What follows belongs to an exercise in optimizing a design on an open flow for small area, a short achievable clock period and few clock cycles per item; a production flow would make more cautious choices.
Where RTL was checked, it was by simulation tests only, not by an equivalence proof against the original.
Function not checked in runs 1 to 3: the RTL went through the layout flow alone.

==> flow/design.v, too long to show whole: its modules and the start of the top module <==
// module fpu_pipe_wrap: 141 lines
// module fpu_mul24_cs: 1117 lines
module fpu_pipe_wrap #(
  parameter int TAG_W = 4
) (
  input  logic             clk,
  input  logic             rst,
  input  logic             in_valid,
  output logic             in_ready,
  input  logic [1:0]       in_opcode,
  input  logic             in_fmt,
  input  logic [31:0]      in_x,
  input  logic [31:0]      in_y,
  input  logic [TAG_W-1:0] in_tag,
  output logic             out_valid,
  input  logic             out_ready,
  output logic [31:0]      out_r,
  output logic [TAG_W-1:0] out_tag
);
  // ...
==> flow/flow/run.sh <==
#!/bin/bash
# Own layout flow: the standard ORFS flow (standard.sh) with stronger timing repair.
# The clock and the SDC are the design's; only the resizer's setup target is raised
# (SETUP_SLACK_MARGIN), so repair_timing works on the longest paths until their slack
# is that far above zero, and the ports get stronger buffers (BUFFER_PORTS_ARGS).
# Every tool's output goes to a log file in this folder.
set -e
export SETUP_SLACK_MARGIN=18
export TNS_END_PERCENT=10
export BUFFER_PORTS_ARGS="-buffer_cell sky130_fd_sc_hd__buf_2"
bash standard.sh > standard_flow.log 2>&1
==> flow/standard.sh <==
#!/bin/bash
# synth_recipe.tcl (not shown) runs the flow's synth.tcl, then flattens the netlist and writes it again
# the make line also repeats each setting of config.mk as NAME=value (left out here)
make -C /OpenROAD-flow-scripts/flow DESIGN_CONFIG=/design/flow/config.mk WORK_HOME=/design/flow/orfs CLKGATE_MAP_FILE= SYNTH_SCRIPT=/design/flow/synth_recipe.tcl "${@:-finish}"
==> flow/config.mk <==
export PLATFORM = sky130hd
export DESIGN_NAME = fpu_pipe_wrap
export DESIGN_NICKNAME = fpu_pipe_wrap
export VERILOG_FILES = /design/flow/design.v
export SDC_FILE = /design/flow/constraint.sdc
export NUM_CORES = 4
export LEC_CHECK = 0
export CAP_MARGIN = 20
export CORE_MARGIN = 2
export CORE_UTILIZATION = 40
export SLEW_MARGIN = 20
==> flow/constraint.sdc <==
create_clock -name core_clock -period 32.0 [get_ports {clk}]
set_input_delay 6.4000 -clock core_clock [delete_from_list [all_inputs] [get_ports {clk}]]
set_output_delay 6.4000 -clock core_clock [all_outputs]
set_load 0.01 [all_outputs]
==> summary.txt, run 1 <==
Outcome
  • Status: no timing/DRC/antenna violations

Route
  • Met3 WL post-DR: ~6.8 mm
  • DRC: 0
  • Routed wire per std cell: about 21 µm
  • Routed Antenna Nets: 0
  • DRT iter0 DRCs: 2228

Clock tree
  • Buffers inserted by post-CTS timing repair: 2
  • Clock latency on the worst-skew pair: approximately 300 ps
  • CTS root buf: clkbuf_16
  • Clock-pin transition on the worst setup and hold timing paths: approximately 70 ps
  • CTS Buffer Depth: 2

Floorplan
  • I/O pins: between 100 and 150
  • Die Area: around 77000 µm²
  • Die Height: between 200 and 300 µm

Placement
  • Placed cell count: between 4k and 5k
  • Routability Congestion: 0.951

Global route
  • GRT met3 Usage: 0.0254
  • Antenna violations before repair: 1
  • Met2 usage: 0.423

Layout
  • Number of flip-flops under the largest register name: 28
  • Nets: ~4.5k
  • Non-Filler Instances: 4685
  • Top class by area: multi-input gates
  • ClkCell Share: 0.00536
  • Most frequent cells in the layout: 595 x inv_1, 490 x fa_1, 485 x nand2_1, 240 x and2_1, 219 x nor2_1

Synth
  • Synth area leaders: fa_1 33%, ha_1 8.5%, inv_1 7.5%
  • Dominant synthesized flop cell: edfxtp_1
  • Post-synthesis mux area share: 0.0530
  • Top-count cell post-synth: inv_1

Setup path
  • Start point of the critical path: in_x[18]
  • Crit Path Max Fanout: 21
  • Setup crit end kind: register
  • CP peak stage delay: approximately 570 ps

Timing
  • Post-route setup TNS: 0 ps
  • RSZ-0062 raised after global routing: true
  • Setup ws final: 18350 ps
  • Final min period: approximately 14000 ps

Min path
  • Hold_sp: v$_SDFFE_PP0N_
==> module fpu_pipe_wrap, before the edit <==
module fpu_pipe_wrap #(
  parameter int TAG_W = 4
) (
  input  logic             clk,
  input  logic             rst,
  input  logic             in_valid,
  output logic             in_ready,
  input  logic [1:0]       in_opcode,
  input  logic             in_fmt,
  input  logic [31:0]      in_x,
  input  logic [31:0]      in_y,
  input  logic [TAG_W-1:0] in_tag,
  output logic             out_valid,
  input  logic             out_ready,
  output logic [31:0]      out_r,
  output logic [TAG_W-1:0] out_tag
);
  logic v, adv;
  assign adv       = !v || out_ready;
  assign in_ready  = !rst && adv;
  assign out_valid = v;
  always_ff @(posedge clk) begin
    if (rst)      v <= 1'b0;
    else if (adv) v <= in_valid;
  end
  logic [7:0]  ex, ey, d;
  logic [8:0]  dxy;
  logic        y_gt, e_eq, sub, near;
  logic [23:0] mx, my, mbig, msml;
  logic [26:0] sh;
  logic [27:0] r_far, r_near, r_add;
  logic [24:0] n_xy, n_yx;
  logic        s_add;
  logic [7:0]  emax;
  assign ex   = in_x[30:23];
  assign ey   = in_y[30:23];
  assign mx   = (ex != 8'd0) ? {1'b1, in_x[22:0]} : 24'd0;
  assign my   = (ey != 8'd0) ? {1'b1, in_y[22:0]} : 24'd0;
  assign dxy  = {1'b0, ex} - {1'b0, ey};
  assign y_gt = dxy[8];
  assign e_eq = (ex == ey);
  assign d    = y_gt ? ey - ex : dxy[7:0];
  assign mbig = y_gt ? my : mx;
  assign msml = y_gt ? mx : my;
  assign emax = y_gt ? ey : ex;
  assign sub  = in_x[31] ^ in_y[31];
  always_comb begin
    logic [26:0] t;
    t = {msml, 3'b000};
    for (int k = 0; k < 5; k++) begin
      if (d[k]) t = (t >> (1 << k)) | {26'd0, |(t & ((27'd1 << (1 << k)) - 27'd1))};
    end
    if (d[7:5] != 3'd0) t = {26'd0, |msml};
    sh = t;
  end
  assign r_far  = sub ? {1'b0, {mbig, 3'b000} - sh} : {1'b0, mbig, 3'b000} + {1'b0, sh};
  assign n_xy   = {1'b0, mx} - {1'b0, my};
  assign n_yx   = {1'b0, my} - {1'b0, mx};
  assign near   = e_eq && sub;
  assign r_near = {1'b0, n_xy[24] ? n_yx[23:0] : n_xy[23:0], 3'b000};
  assign r_add  = near ? r_near : r_far;
  assign s_add  = near ? (n_xy[24] ? in_y[31] : in_x[31]) : (y_gt ? in_y[31] : in_x[31]);
  logic [47:0] pa, pb, p;
  logic [27:0] r_mul;
  fpu_mul24_cs u_mul (
    .a  ({1'b1, in_x[22:0]}),
    .b  ({1'b1, in_y[22:0]}),
    .ra (pa),
    .rb (pb)
  );
  logic [20:0] ylow;
  logic        st_mul;
  always_comb begin
    ylow[0] = in_y[0];
    for (int k = 1; k < 21; k++) ylow[k] = ylow[k-1] | in_y[k];
    st_mul = 1'b0;
    for (int i = 0; i < 21; i++) st_mul = st_mul | (in_x[i] & ylow[20-i]);
  end
  assign p     = pa + pb;
  assign r_mul = {p[47:21], st_mul};
  logic        is_mul, qnan1, zero1, s1;
  logic [9:0]  e1;
  logic [27:0] r1;
  assign is_mul = in_opcode[0];
  assign qnan1  = in_fmt || in_opcode[1] || ex == 8'hFF || ey == 8'hFF;
  assign zero1  = is_mul && (ex == 8'h00 || ey == 8'h00);
  assign s1     = is_mul ? in_x[31] ^ in_y[31] : s_add;
  assign e1     = is_mul ? {2'b00, ex} + {2'b00, ey} - 10'd126 : {2'b00, emax} + 10'd1;
  assign r1     = is_mul ? r_mul : r_add;
  logic             q_qnan, q_zero, q_s;
  logic [9:0]       q_e;
  logic [27:0]      q_r;
  logic [TAG_W-1:0] q_tag;
  always_ff @(posedge clk) begin
    if (adv) begin
      q_qnan <= qnan1;
      q_zero <= zero1;
      q_s    <= s1;
      q_e    <= e1;
      q_r    <= r1;
      q_tag  <= in_tag;
    end
  end
  logic [4:0]  lz;
  logic [27:0] n16, n8, n4, n2, nr;
  logic [26:0] m;
  logic        up, ovf, r_zero, inf, uf;
  logic [23:0] inc;
  logic [22:0] frac;
  logic [9:0]  e_lz, e_lz1, e_out;
  always_comb begin
    lz = 5'd27;
    for (int i = 0; i < 28; i++) if (q_r[i]) lz = 5'(27 - i);
  end
  assign n16    = lz[4] ? {q_r[11:0], 16'd0} : q_r;
  assign n8     = lz[3] ? {n16[19:0], 8'd0} : n16;
  assign n4     = lz[2] ? {n8[23:0], 4'd0} : n8;
  assign n2     = lz[1] ? {n4[25:0], 2'd0} : n4;
  assign nr     = lz[0] ? {n2[26:0], 1'b0} : n2;
  assign m      = {nr[27:2], nr[1] | nr[0]};
  assign r_zero = (q_r == 28'd0);
  assign up   = m[2] && (m[1] || m[0] || m[3]);
  assign inc  = m[26:3] + 24'd1;
  assign ovf  = up && (&m[26:3]);
  assign frac = up ? inc[22:0] : m[25:3];
  assign e_lz  = q_e - {5'd0, lz};
  assign e_lz1 = e_lz + 10'd1;
  assign e_out = ovf ? e_lz1 : e_lz;
  assign inf   = ovf ? (!e_lz1[9] && (e_lz1[8] || (&e_lz1[7:0])))
                     : (!e_lz[9] && (e_lz[8] || (&e_lz[7:0])));
  assign uf    = ovf ? (e_lz1[9] || e_lz1 == 10'd0) : (e_lz[9] || e_lz == 10'd0);
  always_comb begin
    if (q_qnan)      out_r = 32'h7FC0_0000;
    else if (q_zero) out_r = {q_s, 31'd0};
    else if (r_zero) out_r = 32'd0;
    else if (inf)    out_r = {q_s, 8'hFF, 23'd0};
    else if (uf)     out_r = {q_s, 31'd0};
    else             out_r = {q_s, e_out[7:0], frac};
  end
  assign out_tag = q_tag;
endmodule
==> inputs of run 2 (changes only) <==
--- a/flow/design.v
+++ b/flow/design.v
@@ -203,8 +203,32 @@
   logic [23:0] inc;
   logic [22:0] frac;
-  logic [9:0]  e_lz, e_lz1, e_out;
+  logic [7:0]  e_lz, e_out;
+  logic [31:0] zv;
+  logic [15:0] z1, c1;
+  logic [7:0]  z2;
+  logic [1:0]  c2 [8];
+  logic [3:0]  z3;
+  logic [2:0]  c3 [4];
+  logic [1:0]  z4;
+  logic [3:0]  c4 [2];
+  assign zv = {q_r, 4'hF};
   always_comb begin
-    lz = 5'd27;
-    for (int i = 0; i < 28; i++) if (q_r[i]) lz = 5'(27 - i);
+    for (int g = 0; g < 16; g++) begin
+      z1[g] = !zv[2*g+1] && !zv[2*g];
+      c1[g] = !zv[2*g+1];
+    end
+    for (int g = 0; g < 8; g++) begin
+      z2[g] = z1[2*g+1] && z1[2*g];
+      c2[g] = z1[2*g+1] ? {1'b1, c1[2*g]} : {1'b0, c1[2*g+1]};
+    end
+    for (int g = 0; g < 4; g++) begin
+      z3[g] = z2[2*g+1] && z2[2*g];
+      c3[g] = z2[2*g+1] ? {1'b1, c2[2*g]} : {1'b0, c2[2*g+1]};
+    end
+    for (int g = 0; g < 2; g++) begin
+      z4[g] = z3[2*g+1] && z3[2*g];
+      c4[g] = z3[2*g+1] ? {1'b1, c3[2*g]} : {1'b0, c3[2*g+1]};
+    end
+    lz = z4[1] ? {1'b1, c4[0]} : {1'b0, c4[1]};
   end
   assign n16    = lz[4] ? {q_r[11:0], 16'd0} : q_r;
@@ -219,10 +243,16 @@
   assign ovf  = up && (&m[26:3]);
   assign frac = up ? inc[22:0] : m[25:3];
-  assign e_lz  = q_e - {5'd0, lz};
-  assign e_lz1 = e_lz + 10'd1;
-  assign e_out = ovf ? e_lz1 : e_lz;
-  assign inf   = ovf ? (!e_lz1[9] && (e_lz1[8] || (&e_lz1[7:0])))
-                     : (!e_lz[9] && (e_lz[8] || (&e_lz[7:0])));
-  assign uf    = ovf ? (e_lz1[9] || e_lz1 == 10'd0) : (e_lz[9] || e_lz == 10'd0);
+  logic       qe_pos, qe_ge254, qe_ge255, qe_ge256, qe_small;
+  assign qe_pos   = !q_e[9];
+  assign qe_ge254 = qe_pos && (q_e[8] || q_e[7:0] >= 8'd254);
+  assign qe_ge255 = qe_pos && (q_e[8] || q_e[7:0] == 8'd255);
+  assign qe_ge256 = qe_pos && q_e[8];
+  assign inf = q_r[27] ? (ovf ? qe_ge254 : qe_ge255)
+             : q_r[26] ? (ovf ? qe_ge255 : qe_ge256)
+             : 1'b0;
+  assign qe_small = qe_pos && (q_e[8:5] == 4'd0);
+  assign uf = q_e[9] || (qe_small && (ovf ? q_e[4:0] < lz : q_e[4:0] <= lz));
+  assign e_lz  = q_e[7:0] - {3'd0, lz};
+  assign e_out = e_lz + {7'd0, ovf};
   always_comb begin
     if (q_qnan)      out_r = 32'h7FC0_0000;
@@ -231,5 +261,5 @@
     else if (inf)    out_r = {q_s, 8'hFF, 23'd0};
     else if (uf)     out_r = {q_s, 31'd0};
-    else             out_r = {q_s, e_out[7:0], frac};
+    else             out_r = {q_s, e_out, frac};
   end
   assign out_tag = q_tag;
--- a/flow/flow/run.sh
+++ b/flow/flow/run.sh
@@ -6,5 +6,5 @@
 # Every tool's output goes to a log file in this folder.
 set -e
-export SETUP_SLACK_MARGIN=18
+export SETUP_SLACK_MARGIN=18.8
 export TNS_END_PERCENT=10
 export BUFFER_PORTS_ARGS="-buffer_cell sky130_fd_sc_hd__buf_2"
==> summary.txt, run 2 <==
Outcome
  • Status: no timing/DRC/antenna violations (unchanged)

Min path
  • Worst hold path class: register to register (unchanged)
  • Hold_sp: v$_SDFFE_PP0N_ (unchanged)
  • Hold Path Stages: 3 (unchanged)
  • Hold Crit Endpoint: v$_SDFFE_PP0N_ (unchanged)

Clock tree
  • H-tree depth: 2 (unchanged)
  • CTS buffer count: 5 (unchanged)
  • CTS root buf: clkbuf_16 (unchanged)
  • CTS tree: done (unchanged)
  • Clock latency on the worst-skew pair: 300 ps (about the same)
  • Clock-pin transition on the worst setup and hold timing paths: 60 ps (was 70 ps)
  • CTS Buffer Depth: 2 (unchanged)
  • Clock sink total: 46 (unchanged)

Synth
  • Xor/xnor cell area share of the yosys netlist: 0.0302 (was 0.0315)
  • Top-count cell post-synth: inv_1 (unchanged)
  • Dominant synthesized flop cell: edfxtp_1 (unchanged)
  • Synth area leaders: fa_1 33%, ha_1 8.7%, inv_1 7.3% (was fa_1 33%, ha_1 8.5%, inv_1 7.5%)
  • Post-synth EDFFs: 45 (unchanged)
  • Largest family of logic cells by synthesized area: adder cells (unchanged)
  • Yosys reg bits: 46 (unchanged)
  • Area leader, netlist: fa_1 (unchanged)
  • Post-Synthesis Cell Area: 30200 µm² (was 30100 µm²)
  • Area share of fa/ha/maj cells after synthesis: 0.414 (was 0.411)
  • Post-synthesis cell count: 3746 (was 3754)
  • Synth async-reset ratio: 0 (unchanged)
  • Sequential share of the synthesized area: 0.0455 (was 0.0456)
  • Count of different cell masters after synthesis: 104 (was 102)
  • Syn Nets: 4523 (unchanged)
  • Avg Cell Area, Syn: 8.05 µm² (was 8.00 µm²)
  • Post-synthesis mux area share: 0.0484 (was 0.0530)
  • Synth Area in Simple Gates: 0.201 (was 0.199)
  • Syn. warnings: 6 (was 3)
  • Post-synth top cells: 584 x inv_1, 493 x nand2_1, 492 x fa_1 (was 597 x inv_1, 490 x fa_1, 485 x nand2_1)
  • Compound-gate portion of the synthesized area: 0.159 (was 0.157)
  • Top-area cell type share of the netlist area: 0.326 (about the same)

Route
  • Vias: 26.8k (was 26.6k)
  • Routed wire per std cell: 21.7 µm (was 21.2 µm)
  • Pre-antenna DRT Iters: 6 (was 7)
  • DRT iter0 DRCs: 2526 (was 2228)
  • Drt total wl: 101 mm (was 99.4 mm)
  • Drt via density: 5.74 (was 5.68)
  • Routed Antenna Nets: 0 (unchanged)
  • DRC: 0 (unchanged)

Layout
  • Non-Filler Instances: 4665 (was 4685)
  • Most frequent cells in the layout: 577 x inv_1, 491 x nand2_1, 488 x fa_1, 240 x and2_1, 226 x nor2_1 (was 595 x inv_1, 490 x fa_1, 485 x nand2_1, 240 x and2_1, 219 x nor2_1)
  • Nets: 4471 (was 4482)
  • Layout area overhead: 6.40% (was 5.60%)
  • Fillers: 7617 (was 7609)
  • Most flops, register: q_r (unchanged)
  • Most common cell after layout, fill and taps aside: inv_1 (unchanged)
  • Number of flip-flops under the largest register name: 28 (unchanged)
  • Largest regs: q_r (28), q_e (10), q_tag (4) (unchanged)
  • Share of layout cells above drive strength 1: 0.0855 (was 0.0746)

Global route
  • Antenna violations before repair: 3 (was 1)
  • First-pass GRT wire length: 159 mm (was 157 mm)
  • Vias in the first global route: 27.3k (was 27.0k)
  • Largest net degree at the start of global routing: 71 (unchanged)
  • Total grt overflow: 0 (unchanged)
  • Total track usage: 0.262 (was 0.258)

Floorplan
  • Die Width: 279 µm (was 278 µm)
  • Area of the core: 74600 µm² (was 74400 µm²)
  • Die Height: 279 µm (was 278 µm)
  • Initial Util: 0.405 (was 0.404)
  • Die Area: 77600 µm² (was 77300 µm²)
  • I/O pins: 113 (unchanged)
  • Site Rows: 100 (unchanged)

Placement
  • Dpl hpwl: 76.3 mm (was 74.2 mm)
  • Routability Congestion: 0.994 (was 0.951)
  • # port buffers: 112 (unchanged)
  • Placed cell count: 4644 (was 4669)

Timing
  • Final min period: 13220 ps (was 13650 ps)
  • Slew Limit Fails: 0 (unchanged)
  • Post-route setup TNS: 0 ps (unchanged)
  • Final hold violations: 0 (unchanged)
  • Tcrit/Tclk final: 0.413 (was 0.427)
  • Clk_skew: 9.02 ps (was 3.87 ps)
  • Worst-Margin Slew: 904 ps (was 951 ps)
  • RSZ-0062 raised after global routing: true (unchanged)
  • Worst slew margin: 0.382 (was 0.366)
  • Fmax achieved: 75.7 MHz (was 73.2 MHz)
  • Final setup fails: 0 (unchanged)

Setup path
  • Setup crit end kind: output port (was register)
  • Crit Path Max Fanout: 3 (was 21)
  • Crit Path Class: input pin to output port (was input pin to register)
  • Worst R2R Start: v$_SDFFE_PP0N_ (unchanged)
  • R2R Path End: q_r[17]$_DFFE_PN_ (was q_r[9]$_DFFE_PN_)
  • Worst Reg-to-Reg Cells: 2 (unchanged)
  • Required @ worst endpoint: 25600 ps (was 32030 ps)
  • Start point of the critical path: out_ready (was in_x[18])
  • R2r setup slk: 30510 ps (was 30460 ps)
  • Worst setup SP type: input pin (unchanged)
  • Arrival time worst endpoint: 6820 ps (was 13680 ps)

Flow run
  • Max-Cap Viols: 0 (unchanged)
==> run 2: repair_timing <==
action | in CTS | in global routing
resized for setup | 52 | 67
setup endpoints to repair | 17 | 20
pin swaps | 1 | 10
gates cloned | 0 | 2
buffers inserted | 4 | 6
hold buffers | 0 | 0
==> run 2: worst max-delay path: stages <==
cell     delay, ps
buf_2          110
nor2b_4        130
nor2_1          50
buf_2          130
==> run 2: worst max-delay path by stage <==
stage	endpoint	slack (ps)	cells past startpoint
5_1_grt	q_r[15]$_DFFE_PN_	18720	26
3_5_place_dp	q_r[26]$_DFFE_PN_	17710	23
6_report	in_ready	18780	4
2_1_floorplan	q_r[24]$_DFFE_PN_	18850	26
3_3_place_gp	q_r[26]$_DFFE_PN_	17830	26
4_1_cts	in_ready	18780	4
==> run 2: area by class of cell <==
class / count / area [µm²] / share of cell area
Sequential cell: 46 / 1370 / 0.0427
Inverter: 590 / 2240 / 0.0698
Timing Repair Buffer: 149 / 1050 / 0.0329
Tap cell: 969 / 1210 / 0.0378
Antenna cell: 1 / 2.50 / 0.0000780
Multi-Input combinational cell: 2902 / 26000 / 0.811
Clock inverter: 3 / 43.8 / 0.00136
Clock buffer: 5 / 125 / 0.00390
==> run 2: per-layer routing <==
layer / global-route usage / part of all wire / up-vias
met4: 0.0867 / 0.038 / 0
met2: 0.423 / 0.46 / 1191
met1: 0.369 / 0.43 / 13278
met5: 0 / 0 / -
li1: - / - / 12085
met3: 0.0236 / 0.074 / 214
==> run 2: kinds of logic (layout without fill, tap and decap cells) <==
logic type | Yosys count | count (layout)
buffers and inverters | 799 | 747
DFF | 46 | 46
xor gates and xnor gates | 104 | 104
AOI/OAI and AO/OA | 728 | 728
adders and majority gates | 702 | 702
other | 0 | 1
muxes | 111 | 111
and+or+nand+nor | 1256 | 1257
==> run 2: metrics by stage <==
| stage | instance area, µm² | worst slack, ps | utilization | hold slack, ps |
|---|---|---|---|---|
| finish | 32100 | 18780 | 0.430 | 608 |
| floorplan | 30200 | 18850 | - | 625 |
| global placement | 31400 | 17830 | 0.420 | 609 |
| CTS | 31700 | 18780 | 0.426 | 614 |
| global route | 32100 | 18720 | 0.430 | 664 |
| detailed placement | 31400 | 17710 | 0.420 | 635 |
==> inputs of run 3 (changes only) <==
--- a/flow/flow/run.sh
+++ b/flow/flow/run.sh
@@ -6,5 +6,5 @@
 # Every tool's output goes to a log file in this folder.
 set -e
-export SETUP_SLACK_MARGIN=18.8
+export SETUP_SLACK_MARGIN=18
 export TNS_END_PERCENT=10
 export BUFFER_PORTS_ARGS="-buffer_cell sky130_fd_sc_hd__buf_2"
==> summary.txt, run 3 <==
Clock tree
  • CTS tree: done (unchanged)
  • CTS root buf: clkbuf_16 (unchanged)
  • Clock latency on the worst-skew pair: 290 ps (was 300 ps)
  • CTS Buffer Depth: 2 (unchanged)
  • H-tree depth: 2 (unchanged)
  • Clock-pin transition on the worst setup and hold timing paths: 60 ps (about the same)
  • Clock sink total: 46 (unchanged)
  • Number of hold buffers added after cts: 0 (unchanged)
  • CTS buffer count: 5 (unchanged)

Route
  • Routed wire per std cell: 21.8 µm (was 21.7 µm)
  • Vias: 26.8k (about the same)
  • DRC: 0 (unchanged)
  • Pre-antenna DRT Iters: 6 (unchanged)
  • Routed Antenna Nets: 0 (unchanged)
  • Drt via density: 5.75 (was 5.74)
  • DRT iter0 DRCs: 2527 (was 2526)
  • Drt total wl: 102 mm (was 101 mm)

Synth
  • Synth area leaders: fa_1 33%, ha_1 8.7%, inv_1 7.3% (unchanged)
  • Syn. warnings: 6 (unchanged)
  • Sequential share of the synthesized area: 0.0455 (unchanged)
  • Syn Nets: 4523 (unchanged)
  • Top-count cell post-synth: inv_1 (unchanged)
  • Post-Synthesis Cell Area: 30200 µm² (unchanged)
  • Count of different cell masters after synthesis: 104 (unchanged)
  • Avg Cell Area, Syn: 8.05 µm² (unchanged)
  • Post-synthesis cell count: 3746 (unchanged)
  • Area leader, netlist: fa_1 (unchanged)
  • Yosys reg bits: 46 (unchanged)
  • Post-synth top cells: 584 x inv_1, 493 x nand2_1, 492 x fa_1 (unchanged)
  • Dominant synthesized flop cell: edfxtp_1 (unchanged)
  • Top-area cell type share of the netlist area: 0.326 (unchanged)
  • Post-synth EDFFs: 45 (unchanged)
  • Synth async-reset ratio: 0 (unchanged)

Floorplan
  • Die Area: 77600 µm² (unchanged)
  • Die Height: 279 µm (unchanged)
  • Site Rows: 100 (unchanged)
  • Die Width: 279 µm (unchanged)
  • Initial Util: 0.405 (unchanged)
  • Area of the core: 74600 µm² (unchanged)
  • I/O pins: 113 (unchanged)

Global route
  • Vias in the first global route: 26.8k (was 27.3k)
  • Total track usage: 0.261 (was 0.262)
  • First-pass GRT wire length: 159 mm (about the same)
  • Largest net degree at the start of global routing: 53 (was 71)
  • Antenna violations before repair: 0 (was 3)
  • Total grt overflow: 0 (unchanged)

Setup path
  • R2r setup slk: 30470 ps (was 30510 ps)
  • R2R Path End: q_r[3]$_DFFE_PN_ (was q_r[17]$_DFFE_PN_)
  • Worst R2R Start: v$_SDFFE_PP0N_ (unchanged)
  • Worst setup SP type: input pin (unchanged)
  • Crit Path Class: input pin to register (was input pin to output port)
  • Worst Reg-to-Reg Cells: 2 (unchanged)
  • Required @ worst endpoint: 32040 ps (was 25600 ps)
  • Crit Path Max Fanout: 20 (was 3)
  • Setup crit end kind: register (was output port)
  • Arrival time worst endpoint: 13690 ps (was 6820 ps)

Min path
  • Hold Crit Endpoint: v$_SDFFE_PP0N_ (unchanged)
  • Hold Path Stages: 3 (unchanged)
  • Hold_sp: v$_SDFFE_PP0N_ (unchanged)
  • Worst hold path class: register to register (unchanged)

Timing
  • Clk_skew: 6.15 ps (was 9.02 ps)
  • Slew Limit Fails: 0 (unchanged)
  • Final setup fails: 0 (unchanged)
  • Worst slew margin: 0.326 (was 0.382)
  • RSZ-0062 raised after global routing: true (unchanged)
  • Fmax achieved: 73.2 MHz (was 75.7 MHz)
  • Post-route setup TNS: 0 ps (unchanged)
  • Tcrit/Tclk final: 0.427 (was 0.413)
  • Final min period: 13650 ps (was 13220 ps)
  • Final hold violations: 0 (unchanged)
  • Worst-Margin Slew: 1010 ps (was 904 ps)

Layout
  • Number of flip-flops under the largest register name: 28 (unchanged)
  • Nets: 4462 (was 4471)
  • Most flops, register: q_r (unchanged)
  • Most frequent cells in the layout: 580 x inv_1, 493 x nand2_1, 492 x fa_1, 240 x and2_1, 227 x nor2_1 (was 577 x inv_1, 491 x nand2_1, 488 x fa_1, 240 x and2_1, 226 x nor2_1)
  • Layout area overhead: 4.77% (was 6.40%)
  • Fin area: 31600 µm² (was 32100 µm²)
  • Most common cell after layout, fill and taps aside: inv_1 (unchanged)
  • Largest regs: q_r (28), q_e (10), q_tag (4) (unchanged)
  • Fin util: 0.424 (was 0.430)
  • Share of layout cells above drive strength 1: 0.0741 (was 0.0855)

Outcome
  • Status: no timing/DRC/antenna violations (unchanged)

Flow run
  • Max-Cap Viols: 0 (unchanged)

Placement
  • Cell Area, Placed: 31300 µm² (was 31400 µm²)
  • Routability Congestion: 0.994 (about the same)
  • Dpl hpwl: 76.5 mm (was 76.3 mm)
  • # port buffers: 112 (unchanged)
==> run 3: layer usage <==
layer | global-route usage | up-vias | wire length (µm)
li1 | - | 12065 | -
met5 | 0 | - | 0
met2 | 0.428 | 1192 | 46700
met3 | 0.0266 | 198 | 7290
met1 | 0.366 | 13332 | 44100
met4 | 0.0769 | 0 | 3460
==> run 3: cell type report <==
type,count,area [µm²]
well taps,969,1210
diodes,1,2.50
clock inverters,3,20.0
inverters,590,2230
fillers,7639,43000
multi-input cells,2901,25800
repair buffers,141,831
clock buffers,5,125
flip-flops and latches,46,1370
==> run 3: how the worst max path moves through the flow <==
stage	startpoint	to	slack, ps
2_1_floorplan	in_x[17]	q_r[24]$_DFFE_PN_	18690
3_3_place_gp	in_x[17]	q_r[26]$_DFFE_PN_	17920
3_5_place_dp	in_x[17]	q_r[26]$_DFFE_PN_	17840
4_1_cts	in_x[17]	q_r[26]$_DFFE_PN_	18150
5_1_grt	in_x[25]	q_r[27]$_DFFE_PN_	17980
6_report	in_x[19]	q_r[26]$_DFFE_PN_	18350
==> run 3: what timing repair did <==
action,CTS,global route
resized for setup,0,27
buffers inserted,0,6
hold endpoints to repair,0,0
setup endpoints to repair,0,8
==> run 3: critical path, stage by stage <==
cell and delay (ps):
clkbuf_4 340, clkinvlp_4 350, nor2_1 240, ha_1 160, inv_1 50, fa_1 520
inv_1 60, fa_1 520, fa_1 530, fa_1 420, fa_1 460, fa_1 510
ha_1 380, nand4_1 160, a21oi_1 250, nand4_1 170, nand2_1 250, a2111oi_0 160
buf_4 170, or3_1 420, nor2b_1 200, o31ai_2 380, a21o_1 210, xor2_1 160
nand2_1 70, o31a_1 130
==> run 3: kinds of logic after synthesis <==
family	Yosys count	synth area share
flip-flops	46	0.0455
multiplexers	111	0.0484
AND/OR/NAND/NOR	1256	0.201
XOR/XNOR	104	0.0302
adder cells (fa/ha/maj)	702	0.414
AO/OA/AOI/OAI	728	0.159
buffers and inverters	799	0.102
==> run 3: through the flow <==
stage / worst slack (ps) / hold WS [ps] / instances
floorplan: 18690 / 625 / 3746
global placement: 17920 / 614 / 4641
detailed placement: 17840 / 621 / 4641
CTS: 18150 / 631 / 4649
global route: 17980 / 645 / 4655
finish: 18350 / 623 / 4656
==> inputs of run 4 (changes only) <==
--- a/flow/design.v
+++ b/flow/design.v
@@ -121,9 +121,8 @@
   logic [7:0]  ex, ey, d;
   logic [8:0]  dxy;
-  logic        y_gt, e_eq, sub, near;
+  logic        y_gt, x_lt, sub;
   logic [23:0] mx, my, mbig, msml;
   logic [26:0] sh;
-  logic [27:0] r_far, r_near, r_add;
-  logic [24:0] n_xy, n_yx;
+  logic [27:0] r_add;
   logic        s_add;
   logic [7:0]  emax;
@@ -134,9 +133,10 @@
   assign dxy  = {1'b0, ex} - {1'b0, ey};
   assign y_gt = dxy[8];
-  assign e_eq = (ex == ey);
   assign d    = y_gt ? ey - ex : dxy[7:0];
-  assign mbig = y_gt ? my : mx;
-  assign msml = y_gt ? mx : my;
+  assign x_lt = in_x[30:0] < in_y[30:0];
+  assign mbig = x_lt ? my : mx;
+  assign msml = x_lt ? mx : my;
   assign emax = y_gt ? ey : ex;
+  assign s_add = x_lt ? in_y[31] : in_x[31];
   assign sub  = in_x[31] ^ in_y[31];
   always_comb begin
@@ -149,11 +149,5 @@
     sh = t;
   end
-  assign r_far  = sub ? {1'b0, {mbig, 3'b000} - sh} : {1'b0, mbig, 3'b000} + {1'b0, sh};
-  assign n_xy   = {1'b0, mx} - {1'b0, my};
-  assign n_yx   = {1'b0, my} - {1'b0, mx};
-  assign near   = e_eq && sub;
-  assign r_near = {1'b0, n_xy[24] ? n_yx[23:0] : n_xy[23:0], 3'b000};
-  assign r_add  = near ? r_near : r_far;
-  assign s_add  = near ? (n_xy[24] ? in_y[31] : in_x[31]) : (y_gt ? in_y[31] : in_x[31]);
+  assign r_add = sub ? {1'b0, {mbig, 3'b000} - sh} : {1'b0, mbig, 3'b000} + {1'b0, sh};
   logic [47:0] pa, pb, p;
   logic [27:0] r_mul;
--- a/flow/flow/run.sh
+++ b/flow/flow/run.sh
@@ -6,5 +6,5 @@
 # Every tool's output goes to a log file in this folder.
 set -e
-export SETUP_SLACK_MARGIN=18
+export SETUP_SLACK_MARGIN=18.8
 export TNS_END_PERCENT=10
 export BUFFER_PORTS_ARGS="-buffer_cell sky130_fd_sc_hd__buf_2"
==> summary.txt, run 4 <==
Clock tree
  • CTS root buf: clkbuf_16 (unchanged)
  • CTS Buffer Depth: 2 (unchanged)
  • Clock-pin transition on the worst setup and hold timing paths: 70 ps (was 60 ps)
  • CTS tree: done (unchanged)
  • Clock sink total: 46 (unchanged)
  • H-tree depth: 2 (unchanged)
  • CTS buffer count: 5 (unchanged)
  • Clock latency on the worst-skew pair: 300 ps (was 290 ps)

Route
  • Vias: 26.1k (was 26.8k)
  • Drt total wl: 101 mm (was 102 mm)
  • Routed Antenna Nets: 0 (unchanged)
  • Pre-antenna DRT Iters: 6 (unchanged)
  • DRT iter0 DRCs: 2598 (was 2527)
  • Drt via density: 5.78 (was 5.75)
  • Routed wire per std cell: 22.5 µm (was 21.8 µm)
  • DRC: 0 (unchanged)

Synth
  • Syn. warnings: 6 (unchanged)
  • Post-synth EDFFs: 45 (unchanged)
  • Post-synth top cells: 514 x nand2_1, 504 x inv_1, 490 x fa_1 (was 584 x inv_1, 493 x nand2_1, 492 x fa_1)
  • Synth area leaders: fa_1 34%, ha_1 9.0%, nand2_1 6.7% (was fa_1 33%, ha_1 8.7%, inv_1 7.3%)
  • Syn Nets: 4303 (was 4523)
  • Post-synthesis cell count: 3531 (was 3746)
  • Area leader, netlist: fa_1 (unchanged)
  • Synth async-reset ratio: 0 (unchanged)
  • Yosys reg bits: 46 (unchanged)
  • Count of different cell masters after synthesis: 97 (was 104)
  • Top-area cell type share of the netlist area: 0.342 (was 0.326)
  • Sequential share of the synthesized area: 0.0478 (was 0.0455)
  • Post-Synthesis Cell Area: 28700 µm² (was 30200 µm²)
  • Top-count cell post-synth: nand2_1 (was inv_1)
  • Avg Cell Area, Syn: 8.12 µm² (was 8.05 µm²)
  • Dominant synthesized flop cell: edfxtp_1 (unchanged)

Timing
  • Slew Limit Fails: 0 (unchanged)
  • Worst slew margin: 0.322 (was 0.326)
  • Post-route setup TNS: 0 ps (unchanged)
  • Final hold slack: 606 ps (was 623 ps)
  • Worst-Margin Slew: 1020 ps (was 1010 ps)
  • Final min period: 13200 ps (was 13650 ps)
  • RSZ-0062 raised after global routing: true (unchanged)
  • Final setup fails: 0 (unchanged)
  • Tcrit/Tclk final: 0.412 (was 0.427)
  • Fmax achieved: 75.8 MHz (was 73.2 MHz)
  • Clk_skew: 9.25 ps (was 6.15 ps)
  • Final hold violations: 0 (unchanged)

Global route
  • Largest net degree at the start of global routing: 65 (was 53)
  • Antenna violations before repair: 5 (was 0)
  • Vias in the first global route: 26.3k (was 26.8k)
  • First-pass GRT wire length: 156 mm (was 159 mm)
  • Total grt overflow: 0 (unchanged)
  • Total track usage: 0.271 (was 0.261)

Setup path
  • Required @ worst endpoint: 25600 ps (was 32040 ps)
  • Worst setup SP type: input pin (unchanged)
  • Setup crit end kind: output port (was register)
  • CP peak stage delay: 130 ps (was 530 ps)
  • Arrival time worst endpoint: 6800 ps (was 13690 ps)
  • Top Family by Delay on Critical Path: buffers and inverters (was adder cells)
  • Crit Path Max Fanout: 3 (was 20)
  • Worst path slowest cell: buf_2 (was fa_1)
  • Crit Path Class: input pin to output port (was input pin to register)
  • Worst Path Buf+Inv: 2 (was 5)
  • Worst-path cell chain: buf_6 > nor2b_4 > nor2_1 > buf_2

Layout
  • Nets: 4331 (was 4462)
  • Most flops, register: q_r (unchanged)
  • Fillers: 7162 (was 7639)
  • Fin util: 0.444 (was 0.424)
  • Layout area overhead: 10.2% (was 4.77%)
  • Number of flip-flops under the largest register name: 28 (unchanged)
  • Largest regs: q_r (28), q_e (10), q_tag (4) (unchanged)
  • Fin area: 31600 µm² (about the same)
  • Share of layout cells above drive strength 1: 0.113 (was 0.0741)
  • Most common cell after layout, fill and taps aside: nand2_1 (was inv_1)
  • Most frequent cells in the layout: 513 x nand2_1, 489 x inv_1, 482 x fa_1, 243 x nor2_1, 200 x ha_1 (was 580 x inv_1, 493 x nand2_1, 492 x fa_1, 240 x and2_1, 227 x nor2_1)

Placement
  • Dpl hpwl: 73.4 mm (was 76.5 mm)
  • Cell Area, Placed: 30000 µm² (was 31300 µm²)
  • # port buffers: 112 (unchanged)
  • Routability Congestion: 1.01 (was 0.994)

Floorplan
  • Die Width: 272 µm (was 279 µm)
  • I/O pins: 113 (unchanged)
  • Die Area: 73900 µm² (was 77600 µm²)
  • Die Height: 272 µm (was 279 µm)
  • Area of the core: 71200 µm² (was 74600 µm²)
  • Initial Util: 0.403 (was 0.405)
  • Site Rows: 98 (was 100)

Outcome
  • Status: no timing/DRC/antenna violations (unchanged)

Flow run
  • Max-Cap Viols: 0 (unchanged)

Min path
  • Worst hold path class: register to register (unchanged)
run 4: cell types whose count changed in the layout (fill, tap and decap cells not counted), sizes merged, moves of 16 or more:
cell   delta
o21ai    -36
inv      -90
nor2b    -16
mux2i    +34
a21oi    -31
buf     +104
nand2    +19
a21o     -19
nor2     +26
and2     -52
run 4: what timing repair did:
item                                    CTS  global route
buffers inserted                         20            45
hold buffers                              0             0
endpoints found under the setup margin   45            40
resized for setup                        96           127
pin swaps                                 7            31
cloned                                    1             4
run 4: kinds of logic (layout without fill, tap and decap cells):
| group | Yosys count | count (layout) | share of synthesized area |
|---|---|---|---|
| buffers and inverters | 723 | 750 | 0.0972 |
| other | 0 | 5 | 0 |
| xor gates and xnor gates | 92 | 92 | 0.0284 |
| and+or+nand+nor | 1215 | 1217 | 0.197 |
| muxes | 133 | 133 | 0.0520 |
| AOI/OAI and AO/OA | 625 | 625 | 0.145 |
| DFF | 46 | 46 | 0.0478 |
| adders and majority gates | 697 | 697 | 0.432 |
run 4: metal layers:
layer  wire length, µm  share of wire  vias to the layer above  global-route usage
met4              3520          0.035                        2              0.0866
met3              9320          0.092                      242              0.0454
met5                13        0.00013                        -                   0
met2             46300           0.46                     1322               0.441
li1                  -              -                    11582                   -
met1             42300           0.42                    12942               0.368
run 4: final timing paths:
check	end	start	slack, ps	depth (start not counted)
worst max-delay path	in_ready	out_ready	18810	4
worst min-delay path	v$_SDFFE_PP0N_	v$_SDFFE_PP0N_	610	3
worst max register to register	q_r[19]$_DFFE_PN_	v$_SDFFE_PP0N_	30340	3
worst min register to register	v$_SDFFE_PP0N_	v$_SDFFE_PP0N_	610	3
run 4: per-stage QoR:
| stage | std cells | setup WS (ps) |
|---|---|---|
| after floorplan | 3531 | 18800 |
| after global placement | 4431 | 17580 |
| after detailed placement | 4431 | 17560 |
| after CTS | 4460 | 18770 |
| after global routing | 4511 | 18750 |
| final | 4515 | 18810 |
run 4: layout make-up:
type                            instances  area [µm²]  share of cell area
Tap cell                              950        1190              0.0376
Timing Repair Buffer                  231        1930              0.0612
Clock buffer                            6         139             0.00439
Clock inverter                          2        16.3            0.000514
Multi-Input combinational cell       2764       25000               0.789
Inverter                              511        2000              0.0631
Sequential cell                        46        1370              0.0434
Antenna cell                            5        12.5            0.000396
run 4: worst register-to-register path: cells and delay by family (launching register included):
family | cells | cell delay, ps
flip-flops | 1 | 310
buffers and inverters | 2 | 800
AND/OR/NAND/NOR | 1 | 130
Testbench counts of run 4, summed over its fixed seeds: cycles 32,008, items 32,000.
==> inputs of run 5 (changes only) <==
--- a/flow/config.mk
+++ b/flow/config.mk
@@ -6,6 +6,7 @@
 export NUM_CORES = 4
 export LEC_CHECK = 0
+export ABC_AREA = 1
 export CAP_MARGIN = 20
 export CORE_MARGIN = 2
-export CORE_UTILIZATION = 40
+export CORE_UTILIZATION = 70
 export SLEW_MARGIN = 20
==> summary.txt, run 5 <==
Outcome
  • Status: no timing/DRC/antenna violations (unchanged)

Clock tree
  • CTS buffer count: 5 (unchanged)
  • Clock latency on the worst-skew pair: 310 ps (was 300 ps)
  • Clock sink total: 46 (unchanged)
  • Clock-pin transition on the worst setup and hold timing paths: 70 ps (about the same)
  • CTS Buffer Depth: 2 (unchanged)
  • H-tree depth: 2 (unchanged)
  • CTS root buf: clkbuf_16 (unchanged)
  • CTS tree: done (unchanged)

Timing
  • Setup ws final: 18810 ps (about the same)
  • RSZ-0062 raised after global routing: true (unchanged)
  • Final setup fails: 0 (unchanged)
  • Final min period: 13190 ps (was 13200 ps)
  • Tcrit/Tclk final: 0.412 (about the same)
  • Clk_skew: 11.9 ps (was 9.25 ps)
  • Final hold slack: 1040 ps (was 606 ps)
  • Slew Limit Fails: 0 (unchanged)
  • Worst-Margin Slew: 1120 ps (was 1020 ps)
  • Worst slew margin: 0.254 (was 0.322)
  • Final hold violations: 0 (unchanged)
  • Fmax achieved: 75.8 MHz (about the same)
  • Post-route setup TNS: 0 ps (unchanged)

Global route
  • First-pass GRT wire length: 149 mm (was 156 mm)
  • Total track usage: 0.457 (was 0.271)
  • Largest net degree at the start of global routing: 54 (was 65)
  • Antenna violations before repair: 1 (was 5)
  • Vias in the first global route: 27.5k (was 26.3k)
  • Total grt overflow: 0 (unchanged)

Synth
  • Sequential share of the synthesized area: 0.0475 (was 0.0478)
  • Area leader, netlist: fa_1 (unchanged)
  • Avg Cell Area, Syn: 6.86 µm² (was 8.12 µm²)
  • Count of different cell masters after synthesis: 71 (was 97)
  • Syn Nets: 4979 (was 4303)
  • Top-count cell post-synth: nand2_1 (unchanged)
  • Post-synthesis cell count: 4207 (was 3531)
  • Top-area cell type share of the netlist area: 0.340 (was 0.342)
  • Post-Synthesis Cell Area: 28800 µm² (was 28700 µm²)
  • Post-synth top cells: 1115 x nand2_1, 931 x inv_1, 490 x fa_1 (was 514 x nand2_1, 504 x inv_1, 490 x fa_1)
  • Dominant synthesized flop cell: edfxtp_1 (unchanged)
  • Synth area leaders: fa_1 34%, nand2_1 15%, inv_1 12% (was fa_1 34%, ha_1 9.0%, nand2_1 6.7%)
  • Synth async-reset ratio: 0 (unchanged)
  • Yosys reg bits: 46 (unchanged)
  • Post-synth EDFFs: 45 (unchanged)
  • Syn. warnings: 6 (unchanged)

Setup path
  • Arrival time worst endpoint: 6790 ps (was 6800 ps)
  • Setup crit end kind: output port (unchanged)
  • Worst Path Buf+Inv: 3 (was 2)
  • Crit Path Class: input pin to output port (unchanged)
  • Crit Path Max Fanout: 2 (was 3)
  • Worst-path cell chain: buf_2 > inv_2 > a21oi_2 > buf_2 (was buf_6 > nor2b_4 > nor2_1 > buf_2)
  • Top Family by Delay on Critical Path: buffers and inverters (unchanged)
  • Required @ worst endpoint: 25600 ps (about the same)
  • Most used cell, CP: buf_2
  • CP peak stage delay: 140 ps (was 130 ps)
  • Worst setup SP type: input pin (unchanged)
  • Worst path slowest cell: buf_2 (unchanged)

Route
  • Drt total wl: 94.5 mm (was 101 mm)
  • Drt via density: 5.96 (was 5.78)
  • Vias: 28.2k (was 26.1k)
  • DRT iter0 DRCs: 3635 (was 2598)
  • Routed wire per std cell: 20.0 µm (was 22.5 µm)
  • Routed Antenna Nets: 0 (unchanged)
  • Pre-antenna DRT Iters: 7 (was 6)
  • DRC: 0 (unchanged)

Placement
  • Dpl hpwl: 71.5 mm (was 73.4 mm)
  • Routability Congestion: 1.03 (was 1.01)
  • # port buffers: 112 (unchanged)
  • Cell Area, Placed: 29600 µm² (was 30000 µm²)
  • DP Worst Slack: 18200 ps (was 17560 ps)
  • Placed cell count: 4715 (was 4431)

Floorplan
  • Site Rows: 74 (was 98)
  • Die Width: 207 µm (was 272 µm)
  • Area of the core: 40700 µm² (was 71200 µm²)
  • Die Area: 42800 µm² (was 73900 µm²)
  • Die Height: 207 µm (was 272 µm)
  • Initial Util: 0.708 (was 0.403)
  • I/O pins: 113 (unchanged)

Flow run
  • Max-Cap Viols: 0 (unchanged)

Layout
  • Share of layout cells above drive strength 1: 0.0610 (was 0.113)
  • Fillers: 3459 (was 7162)
  • Number of flip-flops under the largest register name: 28 (unchanged)
  • Fin area: 30000 µm² (was 31600 µm²)
  • Multi-input gate area: 23300 µm² (was 25000 µm²)
  • Register area: 1370 µm² (unchanged)
  • Nets: 4968 (was 4331)
  • Fin util: 0.736 (was 0.444)
  • Most flops, register: q_r (unchanged)
  • Layout area overhead: 3.99% (was 10.2%)
  • Most common cell after layout, fill and taps aside: nand2_1 (unchanged)
  • Most frequent cells in the layout: 1111 x nand2_1, 928 x inv_1, 490 x fa_1, 294 x nand3_1, 246 x nor2_1 (was 513 x nand2_1, 489 x inv_1, 482 x fa_1, 243 x nor2_1, 200 x ha_1)
  • Non-Filler Instances: 4730 (was 4515)
  • Largest regs: q_r (28), q_e (10), q_tag (4) (unchanged)

Min path
  • Worst hold path class: register to register (unchanged)
[run 5: cell types whose count changed after synthesis, moves of 44 or more]
cell / delta
nand2_1: +601
inv_1: +427
nand3_1: +236
and2_1: -186
mux2i_1: -94
o21ai_1: +51
xnor2_1: -44
[run 5: path summary, 6_finish.rpt]
kind,start,to,slack [ps],cells past startpoint
max,out_ready,in_ready,18810,4
min,v$_SDFFE_PP0N_,v$_SDFFE_PP0N_,1040,2
max reg2reg,v$_SDFFE_PP0N_,q_e[0]$_DFFE_PN_,30750,1
min reg2reg,v$_SDFFE_PP0N_,v$_SDFFE_PP0N_,1040,2
[run 5: cell families after synthesis]
kind of cell	synth area share
xor gates and xnor gates	0.0148
muxes	0.00143
AOI/OAI and AO/OA	0.0992
and+or+nand+nor	0.258
buffers and inverters	0.150
DFF	0.0475
adders and majority gates	0.430
[run 5: routing by layer]
| layer | global-route usage | share of wire |
|---|---|---|
| met4 | 0.193 | 0.052 |
| met1 | 0.627 | 0.38 |
| met5 | 0 | 0 |
| met2 | 0.693 | 0.42 |
| met3 | 0.114 | 0.14 |
[run 5: repair_timing]
action                                  CTS  global route
gates cloned                              0             2
setup buffers                             0             4
endpoints found under the setup margin    5            15
gates resized for setup                   3            44
pin swaps                                 0             2
hold buffers                              0             0
[run 5: layout make-up]
type                    count  share of cell area
clock inverters             3             0.00146
diodes                      1           0.0000834
multi-input cells        3032               0.776
repair buffers            149              0.0301
clock buffers               5             0.00417
inverters                 961               0.121
repair inverters            1            0.000167
well taps                 532              0.0222
flip-flops and latches     46              0.0457
==> inputs of run 6 (changes only) <==
--- a/flow/config.mk
+++ b/flow/config.mk
@@ -9,4 +9,4 @@
 export CAP_MARGIN = 20
 export CORE_MARGIN = 2
-export CORE_UTILIZATION = 70
+export CORE_UTILIZATION = 55
 export SLEW_MARGIN = 20
==> summary.txt, run 6 <==
Placement
  • Dpl hpwl: 76.1 mm (was 71.5 mm)
  • Routability Congestion: 1.02 (was 1.03)
  • # port buffers: 112 (unchanged)
  • DP Worst Slack: 18250 ps (was 18200 ps)
  • Cell Area, Placed: 29800 µm² (was 29600 µm²)

Route
  • Drt via density: 5.60 (was 5.96)
  • Routed wire per std cell: 20.1 µm (was 20.0 µm)
  • Vias: 27.3k (was 28.2k)
  • DRT iter0 DRCs: 2363 (was 3635)
  • Pre-antenna DRT Iters: 6 (was 7)
  • Routed Antenna Nets: 0 (unchanged)
  • DRC: 0 (unchanged)
  • Drt total wl: 98.0 mm (was 94.5 mm)

Setup path
  • Worst-path cell chain: buf_2 > inv_1 > a21oi_1 > buf_2 (was buf_2 > inv_2 > a21oi_2 > buf_2)
  • Worst path slowest cell: buf_2 (unchanged)
  • Crit Path Class: input pin to output port (unchanged)
  • Worst R2R Start: v$_SDFFE_PP0N_ (unchanged)
  • R2R Path End: q_e[5]$_DFFE_PN_ (was q_e[0]$_DFFE_PN_)
  • Crit Path Max Fanout: 2 (unchanged)
  • Top Family by Delay on Critical Path: buffers and inverters (unchanged)
  • Worst setup SP type: input pin (unchanged)
  • R2r setup slk: 30790 ps (was 30750 ps)
  • Worst Reg-to-Reg Cells: 1 (unchanged)
  • Setup crit end kind: output port (unchanged)
  • Most used cell, CP: buf_2 (unchanged)
  • Worst Path Buf+Inv: 3 (unchanged)
  • Arrival time worst endpoint: 6800 ps (was 6790 ps)
  • Required @ worst endpoint: 25600 ps (about the same)
  • CP peak stage delay: 140 ps (about the same)

Global route
  • Grt peak-use layer: met2 (unchanged)
  • Largest net degree at the start of global routing: 55 (was 54)
  • Met2 usage: 0.629 (was 0.693)
  • Antenna violations before repair: 3 (was 1)
  • Total grt overflow: 0 (unchanged)
  • Vias in the first global route: 26.9k (was 27.5k)
  • Total track usage: 0.370 (was 0.457)
  • GRT met3 Usage: 0.0392 (was 0.114)
  • First-pass GRT wire length: 153 mm (was 149 mm)
  • Met1 Use GR: 0.475 (was 0.627)

Synth
  • Post-Synthesis Cell Area: 28800 µm² (unchanged)
  • Top-count cell post-synth: nand2_1 (unchanged)
  • Yosys reg bits: 46 (unchanged)
  • Sequential share of the synthesized area: 0.0475 (unchanged)
  • Area leader, netlist: fa_1 (unchanged)
  • Post-synthesis cell count: 4207 (unchanged)
  • Syn Nets: 4979 (unchanged)
  • Dominant synthesized flop cell: edfxtp_1 (unchanged)
  • Synth area leaders: fa_1 34%, nand2_1 15%, inv_1 12% (unchanged)
  • Synth async-reset ratio: 0 (unchanged)
  • Count of different cell masters after synthesis: 71 (unchanged)
  • Avg Cell Area, Syn: 6.86 µm² (unchanged)
  • Post-synth EDFFs: 45 (unchanged)
  • Syn. warnings: 6 (unchanged)
  • Top-area cell type share of the netlist area: 0.340 (unchanged)
  • Post-synth top cells: 1115 x nand2_1, 931 x inv_1, 490 x fa_1 (unchanged)

Timing
  • Final hold violations: 0 (unchanged)
  • Final min period: 13200 ps (was 13190 ps)
  • Clk_skew: 6.61 ps (was 11.9 ps)
  • Setup ws final: 18800 ps (was 18810 ps)
  • Tcrit/Tclk final: 0.412 (about the same)
  • Final hold slack: 976 ps (was 1040 ps)
  • Fmax achieved: 75.8 MHz (about the same)
  • RSZ-0062 raised after global routing: true (unchanged)
  • Slew Limit Fails: 0 (unchanged)
  • Worst-Margin Slew: 1040 ps (was 1120 ps)
  • Post-route setup TNS: 0 ps (unchanged)
  • Final setup fails: 0 (unchanged)
  • Worst slew margin: 0.307 (was 0.254)

Floorplan
  • Die Area: 54300 µm² (was 42800 µm²)
  • Site Rows: 83 (was 74)
  • Die Width: 233 µm (was 207 µm)
  • I/O pins: 113 (unchanged)
  • Die Height: 233 µm (was 207 µm)
  • Area of the core: 51600 µm² (was 40700 µm²)
  • Initial Util: 0.559 (was 0.708)

Clock tree
  • Buffers inserted by post-CTS timing repair: 0 (unchanged)
  • CTS root buf: clkbuf_16 (unchanged)
  • CTS Buffer Depth: 2 (unchanged)
  • CTS tree: done (unchanged)
  • Clock sink total: 46 (unchanged)
  • Clock-pin transition on the worst setup and hold timing paths: 60 ps (was 70 ps)
  • CTS buffer count: 5 (unchanged)
  • Clock latency on the worst-skew pair: 290 ps (was 310 ps)
  • H-tree depth: 2 (unchanged)
  • Number of hold buffers added after cts: 0 (unchanged)

Layout
  • Number of flip-flops under the largest register name: 28 (unchanged)
  • Most flops, register: q_r (unchanged)
  • Fin area: 30100 µm² (was 30000 µm²)
  • Largest regs: q_r (28), q_e (10), q_tag (4) (unchanged)
  • Nets: 4966 (was 4968)
  • Most common cell after layout, fill and taps aside: nand2_1 (unchanged)
  • Layout area overhead: 4.19% (was 3.99%)
  • Most frequent cells in the layout: 1112 x nand2_1, 930 x inv_1, 490 x fa_1, 294 x nand3_1, 245 x nor2_1 (was 1111 x nand2_1, 928 x inv_1, 490 x fa_1, 294 x nand3_1, 246 x nor2_1)
  • Share of layout cells above drive strength 1: 0.0591 (was 0.0610)

Min path
  • Worst hold path class: register to register (unchanged)
  • Hold Path Stages: 2 (unchanged)
  • Hold_sp: v$_SDFFE_PP0N_ (unchanged)
  • Hold Crit Endpoint: v$_SDFFE_PP0N_ (unchanged)

Flow run
  • Max-Cap Viols: 0 (unchanged)

Outcome
  • Status: no timing/DRC/antenna violations (unchanged)
==> run 6: changes by cell type in the layout (fill, tap and decap cells not counted), moves of 2 or more <==
cell	change
buf_2	+9
buf_6	-4
clkbuf_4	-6
inv_1	+2
nor2_2	+2
o21ai_0	+2
o21ai_1	-2
==> run 6: worst max path at each step <==
| stage | start | endpoint | slack, ps | cells past startpoint |
|---|---|---|---|---|
| global route | in_y[14] | q_r[24]$_DFFE_PN_ | 18500 | 48 |
| CTS | out_ready | in_ready | 18830 | 4 |
| floorplan | out_ready | in_ready | 18960 | 2 |
| finish | out_ready | in_ready | 18800 | 4 |
| global placement | in_y[21] | q_r[24]$_DFFE_PN_ | 18360 | 43 |
| detailed placement | in_y[21] | q_r[24]$_DFFE_PN_ | 18250 | 45 |
==> run 6: layout make-up <==
type / count / area, µm²
timing repair inverter: 1 / 5.00
antenna: 1 / 2.50
fill: 5298 / 21600
clock buffer: 6 / 129
tap: 680 / 851
timing repair buffer: 146 / 835
clock inverter: 2 / 13.8
inverter: 961 / 3610
multi-input combinational: 3033 / 23200
sequential: 46 / 1370
==> run 6: cell families (layout without fill, tap and decap cells) <==
logic type | count (synthesis) | in the layout | share of synthesized area
flops | 46 | 46 | 0.0475
compound gates | 498 | 499 | 0.0992
mux | 4 | 4 | 0.00143
simple gates | 1784 | 1785 | 0.258
xor+xnor | 48 | 48 | 0.0148
other cells | 0 | 1 | 0
fa+ha+maj | 697 | 697 | 0.430
buf+inv | 1130 | 1116 | 0.150
==> run 6: per-layer routing <==
metal / part of all wire / vias up
li1: - / 12765
met2: 0.47 / 1195
met3: 0.076 / 233
met4: 0.054 / 4
met5: 0.00019 / -
met1: 0.40 / 13101
==> run 6: what timing repair did <==
| item | 4_1_cts | 5_1_grt |
|---|---|---|
| endpoints found under the setup margin | 5 | 15 |
| gates resized for setup | 3 | 13 |
| gates cloned | 0 | 3 |
| pin swaps | 0 | 2 |
==> run 6: through the flow <==
stage          instances   util
2_1_floorplan       4207      -
3_3_place_gp        4864  0.578
3_5_place_dp        4864  0.578
4_1_cts             4872  0.581
5_1_grt             4876  0.582
6_report            4876  0.582
==> inputs of run 7 (changes only) <==
==> flow/flow/run.sh (replaced) <==
#!/bin/bash
# Own layout flow: the standard ORFS flow (standard.sh) with two changes.
# 1. Synthesis maps with ABC for area: flow/abc_area.script replaces ORFS's area script
#    (which ABC_AREA=1 selects). Registers and every other synthesis step are as in the
#    standard flow; the resizer later buffers and sizes the gates for timing.
# 2. Stronger timing repair: the clock and the SDC are the design's; only the resizer's
#    setup target is raised (SETUP_SLACK_MARGIN), so repair_timing works on the longest
#    paths until their slack is that far above zero, and the ports get buf_2 buffers.
# Every tool's output goes to a log file in this folder.
set -e
cp -r "$FLOW_HOME/scripts" ./scripts_local
cp flow/abc_area.script scripts_local/abc_area.script
cat scripts_local/abc_area.script > abc_script.log
export SCRIPTS_DIR="$PWD/scripts_local"
export SETUP_SLACK_MARGIN=18.8
export TNS_END_PERCENT=10
export BUFFER_PORTS_ARGS="-buffer_cell sky130_fd_sc_hd__buf_2"
bash standard.sh > standard_flow.log 2>&1
==> flow/flow/abc_area.script (new file) <==
strash
dc2
dch
amap
topo
==> summary.txt, run 7 <==
Outcome
  • Status: no timing/DRC/antenna violations (unchanged)

Setup path
  • Crit Path Max Fanout: 4 (was 2)
  • CP peak stage delay: 560 ps (was 140 ps)
  • Worst path slowest cell: fa_1 (was buf_2)
  • Most used cell, CP: buf_6 (was buf_2)
  • Arrival time worst endpoint: 17000 ps (was 6800 ps)
  • Worst setup SP type: input pin (unchanged)
  • Required @ worst endpoint: 32170 ps (was 25600 ps)

Clock tree
  • Clock sink total: 46 (unchanged)
  • CTS buffer count: 5 (unchanged)
  • Clock-pin transition on the worst setup and hold timing paths: 70 ps (was 60 ps)
  • CTS tree: done (unchanged)
  • Number of hold buffers added after cts: 0 (unchanged)
  • CTS Buffer Depth: 2 (unchanged)
  • Clock latency on the worst-skew pair: 300 ps (was 290 ps)
  • H-tree depth: 2 (unchanged)

Flow run
  • Max-Cap Viols: 0 (unchanged)

Floorplan
  • Die Area: 46100 µm² (was 54300 µm²)
  • Area of the core: 44000 µm² (was 51600 µm²)
  • Site Rows: 77 (was 83)
  • Die Height: 215 µm (was 233 µm)
  • Die Width: 215 µm (was 233 µm)
  • Initial Util: 0.554 (was 0.559)

Timing
  • Final hold violations: 0 (unchanged)
  • Post-route setup TNS: 0 ps (unchanged)
  • Clk_skew: 7.09 ps (was 6.61 ps)
  • Final min period: 16830 ps (was 13200 ps)
  • Fmax achieved: 59.4 MHz (was 75.8 MHz)
  • Tcrit/Tclk final: 0.526 (was 0.412)
  • Worst slew margin: 0.337 (was 0.307)

Route
  • DRC: 0 (unchanged)
  • Drt total wl: 99.1 mm (was 98.0 mm)
  • Routed Antenna Nets: 0 (unchanged)
  • Drt via density: 6.40 (was 5.60)

Layout
  • Nets: 4035 (was 4966)
  • Most flops, register: q_r (unchanged)
  • Share of layout cells above drive strength 1: 0.125 (was 0.0591)
  • Most common cell after layout, fill and taps aside: clkinv_1 (was nand2_1)
  • Fillers: 3739 (was 5298)
  • Largest regs: q_r (28), q_e (10), q_tag (4) (unchanged)
  • Multi-input gate area: 21100 µm² (was 23200 µm²)
  • Layout area overhead: 17.2% (was 4.19%)

Global route
  • First-pass GRT wire length: 146 mm (was 153 mm)
  • Vias in the first global route: 25.3k (was 26.9k)
  • Antenna violations before repair: 2 (was 3)
  • Total grt overflow: 0 (unchanged)

Placement
  • Dpl hpwl: 68.0 mm (was 76.1 mm)
  • # port buffers: 112 (unchanged)
  • Routability Congestion: 1.01 (was 1.02)

Synth
  • Post-synth EDFFs: 45 (unchanged)
  • Post-Synthesis Cell Area: 24400 µm² (was 28800 µm²)
  • Post-synth top cells: 605 x clkinv_1, 490 x fa_1, 431 x nor2_1 (was 1115 x nand2_1, 931 x inv_1, 490 x fa_1)
  • Count of different cell masters after synthesis: 54 (was 71)
  • Avg Cell Area, Syn: 8.27 µm² (was 6.86 µm²)
  • Yosys reg bits: 46 (unchanged)
  • Synth async-reset ratio: 0 (unchanged)
  • Sequential share of the synthesized area: 0.0562 (was 0.0475)
  • Post-synthesis cell count: 2952 (was 4207)
  • Top-area cell type share of the netlist area: 0.402 (was 0.340)
  • Syn Nets: 3724 (was 4979)
  • Area leader, netlist: fa_1 (unchanged)

Min path
  • Worst hold path class: register to register (unchanged)
## run 7: cell count changes after synthesis, sizes merged, moves of 73 or more
cell / delta
a21oi: -73
o22a: +113
nor2: +157
nand2: -762
clkbuf: -133
o21ai: -110
clkinv: +598
o22ai: +88
inv: -954
nand3: -269
## run 7: final cells by class
cell class,count,area share
well taps,592,0.0259
multi-input cells,2301,0.738
repair buffers,304,0.0928
diodes,2,0.000175
inverters,605,0.0895
clock buffers,5,0.00437
clock inverters,3,0.000831
flip-flops and latches,46,0.0479
## run 7: metal layers
layer,global-route usage,wire [µm],up-vias
li1,-,-,10380
met1,0.504,34100,12001
met2,0.699,45700,1720
met3,0.0787,11400,606
met4,0.247,7950,0
met5,0,0,-
## run 7: cell families (layout without fill, tap and decap cells)
kind of cell	count (synthesis)	in the layout	share of synthesized area
simple gates	998	998	0.172
fa+ha+maj	697	697	0.508
compound gates	605	605	0.171
buf+inv	605	917	0.0930
flops	46	46	0.0562
xor+xnor	1	1	0.000359
other cells	0	2	0
## run 7: final timing paths
| check | from | to | slack, ps | depth (start not counted) |
|---|---|---|---|---|
| setup reg to reg | v$_SDFFE_PP0N_ | q_r[17]$_DFFE_PN_ | 30640 | 3 |
| hold reg to reg | v$_SDFFE_PP0N_ | v$_SDFFE_PP0N_ | 620 | 3 |
| setup / recovery | in_x[6] | q_r[11]$_DFFE_PN_ | 15170 | 65 |
| hold / removal | v$_SDFFE_PP0N_ | v$_SDFFE_PP0N_ | 620 | 3 |
## run 7: what timing repair did
action / 4_1_cts / 5_1_grt
gates cloned: 2 / 0
gates resized for setup: 128 / 139
setup endpoints to repair: 59 / 60
buffers inserted: 145 / 17
pin swaps: 42 / 53
## run 7: per-stage QoR
stage	worst slack [ps]	cells	hold slack [ps]	util	cell area (µm²)
after floorplan	16570	2952	629	-	24600
after global placement	14400	3684	605	0.594	26200
after detailed placement	14170	3684	614	0.594	26200
after CTS	15470	3839	626	0.635	27900
after global routing	14760	3857	697	0.650	28600
final	15170	3858	624	0.650	28600
## run 7: critical path: cells and delay by family
kind,cells,cell delay (ps)
and+or+nand+nor,25,3280
buffers and inverters,22,2550
AOI/OAI and AO/OA,13,2520
adders and majority gates,5,2210

## afterwards: timing with drivers on the ports
The flow's constraints put no driver on any port. The routed layouts listed below were extracted and timed again, unchanged, in two steps. Step 1, drivers: a clkbuf_16 drives clk and a buf_2 each remaining input, both assumed. Step 2 moves the port delays by t, midway between the first and last clock arrival at a register: inputs arrive t later, outputs are due t later. That takes back most of the time a late clock gives input paths. a / b / c = no drivers / after step 1 / after step 2; a / b = the first two.
run | t (ns) | setup slack, ns | worst register clock-pin slew, ns
run 1 | 0.338 | 18.346 / 18.269 / 17.931 | 0.07 / 0.07
run 2 | 0.332 | 18.785 / 18.763 / 18.654 | 0.07 / 0.07
run 3 | 0.326 | 18.345 / 18.358 / 18.032 | 0.07 / 0.07
run 4 | 0.342 | 18.805 / 18.773 / 18.544 | 0.07 / 0.07
run 5 | 0.351 | 18.805 / 18.784 / 18.566 | 0.08 / 0.08
run 6 | 0.339 | 18.802 / 18.782 / 18.454 | 0.06 / 0.06
run 7 | 0.352 | 15.171 / 15.169 / 14.817 | 0.07 / 0.07
After both steps setup and hold are still met in every run listed. The setup slack of run 1, which loses most, moves by -0.077 ns with the drivers and by -0.415 ns with both steps.
